What follows belongs to an exercise in optimizing a design on an open flow for a short achievable clock period and few clock cycles; a production flow would make more cautious choices.
Only simulation tests tie the RTL to the original design; equivalence was not proved.
Power figures rest on the tool's default switching activity, not on a simulated workload.

==> flow/design.v <==
package rv_pkg;
  localparam int xlen = 64;
  localparam int ilen = 32;
  localparam logic [xlen-1:0] reset_pc = 64'h0000_0000_8000_0000;
  typedef enum logic [6:0] {
    op_imm    = 7'b0010011,
    op_lui    = 7'b0110111,
    op_auipc  = 7'b0010111,
    op_jal    = 7'b1101111,
    op_jalr   = 7'b1100111,
    op_system = 7'b1110011,
    op_store  = 7'b0100011
  } opcode_e;
  typedef enum logic [7:0] {
    exu_nop    = 8'h00,
    exu_add    = 8'h01,
    exu_add_pc = 8'h10
  } exu_op_e;
  typedef enum logic [1:0] {
    st_fetch = 2'b00,
    st_exec  = 2'b01,
    st_halt  = 2'b10
  } fetch_state_e;
endpackage
import rv_pkg::*;
module core_top
(
  input  logic            clk,
  input  logic            rst,
  input  logic            ibus_ack,
  input  logic [ilen-1:0] ibus_dat_rd,
  output logic            ibus_cyc,
  output logic            ibus_stb,
  output logic            ibus_we,
  output logic [xlen-1:0] ibus_adr,
  output logic            retire_valid,
  output logic [xlen-1:0] retire_pc,
  output logic [4:0]      retire_rd,
  output logic            retire_we,
  output logic [xlen-1:0] retire_data,
  output logic            halted,
  output logic            illegal
);
  logic            cyc_q;
  logic [63:0]     adr_q;
  logic            fe_halt_q;    
  logic            fe_wait_q;    
  logic [63:0]     ev_q;
  logic [4:0]      ev_rd_q;
  logic            ev_ok_q;
  assign ibus_cyc = cyc_q;
  assign ibus_stb = cyc_q;
  assign ibus_we  = 1'b0;
  assign ibus_adr = adr_q;
  logic        ack;
  logic [31:0] w;
  assign ack = cyc_q & ibus_ack;
  assign w   = ibus_dat_rd;
  logic [6:0] op;
  logic [4:0] rd, rs1;
  logic [2:0] f3;
  assign op  = w[6:0];
  assign rd  = w[11:7];
  assign f3  = w[14:12];
  assign rs1 = w[19:15];
  logic is_addi, is_lui, is_auipc, is_jal, is_jalr, is_ebreak, is_wr;
  assign is_addi   = (op == 7'b0010011) && (f3 == 3'b000);
  assign is_lui    = (op == 7'b0110111);
  assign is_auipc  = (op == 7'b0010111);
  assign is_jal    = (op == 7'b1101111);
  assign is_jalr   = (op == 7'b1100111) && (f3 == 3'b000);
  assign is_ebreak = (w == 32'h0010_0073);
  assign is_wr     = is_addi | is_lui | is_auipc | is_jal | is_jalr;
  logic [63:0] adr_p4;
  assign adr_p4 = adr_q + 64'd4;
  logic [20:0] imm_j;
  assign imm_j = {w[31], w[19:12], w[20], w[30:21], 1'b0};
  logic [21:0] jl;
  assign jl = {1'b0, adr_q[20:0]} + {1'b0, imm_j};
  logic [42:0] jh, jh_p1, jh_m1;
  assign jh    = adr_q[63:21];
  assign jh_p1 = adr_q[63:21] + 43'd1;
  assign jh_m1 = adr_q[63:21] - 43'd1;
  logic [63:0] t_jal;
  always_comb begin
    case ({jl[21], imm_j[20]})
      2'b10:   t_jal = {jh_p1, jl[20:0]};
      2'b01:   t_jal = {jh_m1, jl[20:0]};
      default: t_jal = {jh, jl[20:0]};
    endcase
  end
  logic [20:0] ul;
  assign ul = {1'b0, adr_q[31:12]} + {1'b0, w[31:12]};
  logic [31:0] uh, uh_p1, uh_m1;
  assign uh    = adr_q[63:32];
  assign uh_p1 = adr_q[63:32] + 32'd1;
  assign uh_m1 = adr_q[63:32] - 32'd1;
  logic [63:0] v_auipc;
  always_comb begin
    case ({ul[20], w[31]})
      2'b10:   v_auipc = {uh_p1, ul[19:0], adr_q[11:0]};
      2'b01:   v_auipc = {uh_m1, ul[19:0], adr_q[11:0]};
      default: v_auipc = {uh, ul[19:0], adr_q[11:0]};
    endcase
  end
  logic [63:0] v_lui;
  assign v_lui = {{32{w[31]}}, w[31:12], 12'b0};
  logic [63:0] ev_next;
  always_comb begin
    if (is_lui)        ev_next = v_lui;
    else if (is_auipc) ev_next = v_auipc;
    else               ev_next = adr_p4;
  end
  logic rs1_zero, rs1_ev, jalr_fast;
  assign rs1_zero  = (rs1 == 5'd0);
  assign rs1_ev    = ev_ok_q && (rs1 == ev_rd_q);
  assign jalr_fast = rs1_zero | rs1_ev;
  logic [12:0] rl;
  assign rl = {1'b0, ev_q[11:0]} + {1'b0, w[31:20]};
  logic [51:0] rh, rh_p1, rh_m1;
  assign rh    = ev_q[63:12];
  assign rh_p1 = ev_q[63:12] + 52'd1;
  assign rh_m1 = ev_q[63:12] - 52'd1;
  logic [63:0] t_jalr_ev, t_jalr;
  always_comb begin
    case ({rl[12], w[31]})
      2'b10:   t_jalr_ev = {rh_p1, rl[11:0]};
      2'b01:   t_jalr_ev = {rh_m1, rl[11:0]};
      default: t_jalr_ev = {rh, rl[11:0]};
    endcase
  end
  assign t_jalr = rs1_zero ? {{52{w[31]}}, w[31:21], 1'b0}
                           : {t_jalr_ev[63:1], 1'b0};
  logic        x_valid;
  logic [63:0] x_pc;
  logic [4:0]  x_rd;
  logic        x_we;
  logic        x_halt;
  logic        x_ill;
  logic        x_addi;
  logic        x_jslow;
  logic [11:0] x_imm;
  logic [31:0] x_rs1_oh;
  logic [31:0] x_rd_oh;
  logic [63:0] x_ev;
  logic [63:0] regs [32];
  logic [63:0] rs1v;
  always_comb begin
    rs1v = '0;
    for (int i = 1; i < 32; i++) begin
      rs1v = rs1v | (regs[i] & {64{x_rs1_oh[i]}});
    end
  end
  logic [63:0] x_sum, x_res;
  assign x_sum = rs1v + {{52{x_imm[11]}}, x_imm};
  assign x_res = x_addi ? x_sum : x_ev;
  always_ff @(posedge clk) begin
    if (rst) begin
      cyc_q     <= 1'b0;
      adr_q     <= reset_pc;
      fe_halt_q <= 1'b0;
      fe_wait_q <= 1'b0;
      ev_ok_q   <= 1'b0;
      ev_rd_q   <= 5'd0;
      ev_q      <= '0;
    end else begin
      if (fe_halt_q) begin
        cyc_q <= 1'b0;
      end else if (fe_wait_q) begin
        adr_q     <= {x_sum[63:1], 1'b0};
        cyc_q     <= 1'b1;
        fe_wait_q <= 1'b0;
      end else if (!cyc_q) begin
        cyc_q <= 1'b1;
      end else if (ack) begin
        if (!is_wr) begin
          cyc_q     <= 1'b0;
          fe_halt_q <= 1'b1;
        end else if (is_jal) begin
          adr_q <= t_jal;
        end else if (is_jalr) begin
          if (jalr_fast) begin
            adr_q <= t_jalr;
          end else begin
            cyc_q     <= 1'b0;
            fe_wait_q <= 1'b1;
          end
        end else begin
          adr_q <= adr_p4;
        end
      end
      if (ack) begin
        ev_q    <= ev_next;
        ev_rd_q <= rd;
        ev_ok_q <= (is_lui | is_auipc | is_jal | is_jalr) & (rd != 5'd0);
      end
    end
  end
  always_ff @(posedge clk) begin
    if (rst) begin
      x_valid <= 1'b0;
    end else begin
      x_valid <= ack;
    end
  end
  always_ff @(posedge clk) begin
    x_pc    <= adr_q;
    x_rd    <= rd;
    x_we    <= is_wr;
    x_halt  <= ~is_wr;
    x_ill   <= ~is_wr & ~is_ebreak;
    x_addi  <= is_addi;
    x_jslow <= is_jalr & ~jalr_fast;
    x_imm   <= w[31:20];
    x_ev    <= ev_next;
    for (int i = 0; i < 32; i++) begin
      x_rs1_oh[i] <= (rs1 == 5'(i)) & (i != 0);
      x_rd_oh[i]  <= (rd == 5'(i)) & (i != 0) & is_wr;
    end
  end
  always_ff @(posedge clk) begin
    if (rst) begin
      for (int i = 0; i < 32; i++) begin
        regs[i] <= '0;
      end
    end else if (x_valid) begin
      for (int i = 1; i < 32; i++) begin
        if (x_rd_oh[i]) regs[i] <= x_res;
      end
    end
  end
  logic r_halt, r_ill;
  always_ff @(posedge clk) begin
    if (rst) begin
      retire_valid <= 1'b0;
      r_halt       <= 1'b0;
      r_ill        <= 1'b0;
      halted       <= 1'b0;
      illegal      <= 1'b0;
    end else begin
      retire_valid <= x_valid;
      r_halt       <= x_valid & x_halt;
      r_ill        <= x_valid & x_ill;
      if (retire_valid & r_halt) begin
        halted  <= 1'b1;
        illegal <= r_ill;
      end
    end
  end
  always_ff @(posedge clk) begin
    retire_pc   <= x_pc;
    retire_rd   <= x_rd;
    retire_we   <= x_we;
    retire_data <= x_res;
  end
endmodule
==> flow/run.sh <==
#!/bin/bash
# synth_recipe.tcl (not shown) runs the flow's synth.tcl, then flattens the netlist and writes it again
# the make line also repeats each setting of config.mk as NAME=value (left out here)
make -C /OpenROAD-flow-scripts/flow DESIGN_CONFIG=/design/flow/config.mk WORK_HOME=/design/flow/orfs CLKGATE_MAP_FILE= SYNTH_SCRIPT=/design/flow/synth_recipe.tcl finish
==> flow/config.mk <==
export PLATFORM = sky130hd
export DESIGN_NAME = core_top
export DESIGN_NICKNAME = core_top
export VERILOG_FILES = /design/flow/design.v
export SDC_FILE = /design/flow/constraint.sdc
export NUM_CORES = 4
export LEC_CHECK = 0
export CAP_MARGIN = 20
export CORE_MARGIN = 2
export CORE_UTILIZATION = 40
export SLEW_MARGIN = 20
==> flow/constraint.sdc <==
create_clock -name core_clock -period 12.0 [get_ports {clk}]
set_input_delay 2.4000 -clock core_clock [delete_from_list [all_inputs] [get_ports {clk}]]
set_output_delay 2.4000 -clock core_clock [all_outputs]
set_load 0.01 [all_outputs]
==> summary.md <==
| Metric | Value |
|---|---|
| Outcome | complete, no violations |
| Worst Reg-to-Reg Cells | 17 |
| Worst reg2reg setup slack | 4.28 ns |
| Critical Path AT | 10.14 ns |
| Number of synthesized flops with an enable pin | 0 |
| CP max stage delay | 0.73 ns |
| Final hold vios | 0 |
| Clk Latency, worst-skew pair | 0.89 ns |
| Num rows | 190 |
| Delay-heaviest family, CP | compound AO/OA/AOI/OAI gates |
| CTS tree | built |
| Hold bufs inserted after CTS | 0 |
| Ratio of final minimum period to clock period | 0.777 |
| Synth async-reset ratio | 0 |
| CP max stage cell | clkdlybuf4s50_1 |
| Layout area overhead | 13.8% |
| PwrDens | 146 nW/um^2 |
| Seq cells post-synth | 2469 |
| DP Wirelength | 299000 um |
| CP Max Fanout | 22 |
| Post-CTS sizing | 0 |
| Wire per inst | 31.2 um |
| Setup TNS | 0 ns |
| Hold path start | x_pc[12]$_DFF_P_ |
| Clock buffer depth | 4 |
| Syn_area_per_cell | 8.44 um^2 |
| Peak supply drop | 0.000124 V |
| Post-Syn Area | 107000 um^2 |
| Unique masters post-synth | 98 |
| DR vias | 103815 |
| Met3 routed WL | 56100 um |
| Final setup fails | 0 |
| Max Cap Violations | 0 |
| Clk sinks | 2469 |
| Num CTS Buffers | 282 |
| Top post-synthesis cells by area | dfxtp_1 46%, a211oi_1 7.1%, nor2_1 6.1%, a21oi_1 5.2%, o21ai_0 5.0% |
| R2r startpoint | x_rs1_oh[24]$_DFF_P_ |
| Initial antenna violation count | 38 |
| Final setup skew | 0.0509 ns |
| Hold Crit Depth | 0 |
| Reg2reg end | regs[21][55]$_SDFFE_PP0P_ |
| YS warnings | 2 |
| # placed instances | 15451 |
| Met1 WL | 200000 um |
| RSZ-0062 raised after global routing | no |
| Placed Area | 112000 um^2 |
| 1st-iter DRT viols | 15266 |
| Largest net degree at the start of global routing | 274 |
| Setup bufs post-CTS | 0 |
| Max_slew headroom | 0.0952 |
| WHS Endpoint | retire_pc[12]$_DFF_P_ |
| Synth top area share | 0.461 |
| Seq/Total Area, Yosys | 0.461 |
| Most frequent cells in the layout | 2434 x dfxtp_1, 1737 x nor2_1, 1113 x a21oi_1, 1060 x o21ai_0, 1019 x a211oi_1 |
| I/O Pins | 239 |
| Worst path cell trace | clkdlybuf4s50_1, ha_1, o21a_1, o21ai_0, a21oi_1, a211oi_1, o211ai_1, a31o_2, a21oi_1, ha_1, buf_4, ha_1, a21o_1, a21oi_1, o21bai_1, a31o_2, nor3_1, o41ai_1, a31oi_1, mux2_2, o21ai_0, o21ba_2 |
| Nets | 12477 |
| WHS | 0.320 ns |
| Proportion of layout cells with a drive suffix above 1 | 0.0750 |
| Worst hold-check path type | reg2reg |
| First-pass GRT wire length | 701000 um |
| Setup crit start kind | input port |
| Die area | 272000 um^2 |
| Drt total wl | 498000 um |
| Period minus WS final | 9.32 ns |
| Vias in the first global route | 96462 |
| Worst EP required | 12.82 ns |
| Die Ht | 522 um |
| CORE AREA | 267000 um^2 |
| Initial Util | 0.401 |
| Finished Layout Cells | 15974 |
| Worst path buffer plus inverter count | 2 |
| Most common cell after layout, fill and taps aside | dfxtp_1 |
| H-tree depth | 5 |
| Slew @ Worst Pin | 1.35 ns |
| Synth Instances | 12701 |
| Fmax achieved | 107 MHz |
| Root Driver | clkbuf_16 |
| Max-slew violation count | 0 |
| First-pass DRT Iterations | 11 |
| CP Capture Type | register |
| Worst-path clk slew | 0.06 ns |
| Routed length on met2 | 211000 um |
| Final Cell Area | 122000 um^2 |
| Grt total ovfl | 0 |
| Total GRT Usage | 0.350 |
| Lkg Pwr | 43.9 nW |
| Top cell type by total area after synthesis | dfxtp_1 |
| Drt via density | 6.50 |
| Horiz. Die Dim | 522 um |
| Final ANT Viol Nets | 0 |
| Drt drc | 0 |
| Kind of critical path | in2reg |
| Top FF cell, synth | dfxtp_1 |
| Final Wtd Congestion | 0.967 |
| Max Used Layer | met5 |
| IO buf count | 235 |
## state kept, by name, indices dropped and copies added (netlist names), 5 cells and up
signal,cells
x_rd,5
x_rs1_oh,31
retire_data,64
x_pc,63
retire_rd,5
regs,1984
ev_rd_q,5
adr_q,63
x_imm,12
x_ev,64
x_rd_oh,31
retire_pc,63
ev_q,64
## Yosys cell counts (30+ instances only)
cell and number:
clkbuf_1 1132, xnor2_1 122, a221oi_1 195, a21oi_1 1119, buf_2 39, xor2_1 119
nor3_1 103, a22oi_1 650, or3_1 31, a211oi_1 1019, nand3_1 311, or4_1 69
nand2b_1 37, buf_1 103, a21o_1 93, o21a_1 40, and2_1 58, and3_1 47
o211ai_1 38, nor2b_1 30, nand2_1 817, a31oi_1 61, inv_1 137, ha_1 237
o21ai_0 1062, o31ai_1 30, mux2i_1 65, a222oi_1 64, nand4_1 125, nor2_1 1742
a22o_1 134, dfxtp_1 2469
## stage by stage
step / total power (W) / setup WS [ns] / utilization
after floorplan: 0.00884 / 3.81 / -
after global placement: 0.00912 / 1.85 / 0.419
after detailed placement: 0.00913 / 1.98 / 0.420
after CTS: 0.0179 / 2.89 / 0.455
after global routing: 0.0183 / 2.32 / 0.456
final: 0.0179 / 2.68 / 0.456
## worst register-to-register path, stage by stage (launching register included)
cell	delay (ns)
dfxtp_4	0.64
buf_4	0.81
buf_4	0.61
a22oi_1	0.13
nand3_1	0.18
nor3_1	0.06
nand2_1	0.25
ha_1	0.32
a211oi_1	0.30
o21ai_0	0.22
a211oi_1	0.89
nor3_1	0.37
o31ai_1	0.93
nand2_1	0.18
xor2_1	0.55
mux2_2	0.87
nor2_1	0.14
nor2_1	0.17
## area by class of cell
class	instances	area, um^2
antenna	21	52.6
clock buffer	401	8230
clock inverter	86	1110
fill	25624	145000
inverter	138	526
multi-input combinational	8814	53300
sequential	2469	49600
tap	3552	4440
timing repair buffer	493	4800
## cells by family (layout without fill, tap and decap cells)
logic type / count (synthesis) / count (layout) / synth area share
flip-flops: 2469 / 2469 / 0.461
multiplexers: 75 / 75 / 0.00714
XOR/XNOR: 241 / 241 / 0.0197
adder cells (fa/ha/maj): 244 / 244 / 0.0290
AO/OA/AOI/OAI: 4785 / 4785 / 0.293
other: 1 / 25 / 0.0000350
buffers and inverters: 1421 / 1118 / 0.0506
AND/OR/NAND/NOR: 3465 / 3465 / 0.140
## report_power, final
| part | switching (W) | internal, W |
|---|---|---|
| Clock | 0.00361 | 0.00527 |
| Sequential | 0.0000556 | 0.00821 |
| Combinational | 0.000527 | 0.000182 |
## routing by layer
| metal | global-route usage | vias up |
|---|---|---|
| met1 | 0.462 | 50194 |
| met4 | 0.190 | 22 |
| met2 | 0.524 | 6661 |
| met5 | 0.00228 | - |
| li1 | - | 45337 |
| met3 | 0.0827 | 1601 |
## how the worst max path moves through the flow
stage | end | startpoint | depth (start not counted) | slack [ns]
global route | ev_q[60]$_SDFFE_PP0P_ | ibus_dat_rd[15] | 22 | 2.32
global placement | adr_q[63]$_SDFFE_PP0P_ | ibus_dat_rd[21] | 27 | 1.85
CTS | ev_q[60]$_SDFFE_PP0P_ | ibus_dat_rd[15] | 22 | 2.89
finish | ev_q[60]$_SDFFE_PP0P_ | ibus_dat_rd[15] | 22 | 2.68
detailed placement | ev_q[60]$_SDFFE_PP0P_ | ibus_dat_rd[15] | 22 | 1.98
floorplan | adr_q[63]$_SDFFE_PP0P_ | ibus_dat_rd[22] | 24 | 3.81
Testbench counts, summed over its fixed seeds: cycles 22,742.

re-timing with driven ports:
How much do the figures lean on ideal ports? The routed layout below was timed once more, with nothing changed but the port constraints.
Step 1 sets driving cells, clkbuf_16 on the clock port and buf_2 on the other inputs (assumed; they add their load-dependent delay and slew).
Step 2 times the ports against the registers' clock, not the clock port: input delays grow and output delays shrink by t, the midpoint of the rising clock arrivals with the driver on.
Three values: ideal ports, drivers, drivers and shift; two values: the first two.
t, ns: 0.984
setup WS [ns]: 2.680 / 2.775 / 1.790
worst register clock-pin slew, ns: 0.07 / 0.07
worst data-port slew with drivers (ns): 0.08
cell pins on the clock port's net: 1
After both steps setup and hold are still met in this run. The setup slack of this run moves by +0.095 ns with the drivers and by -0.890 ns with both steps.
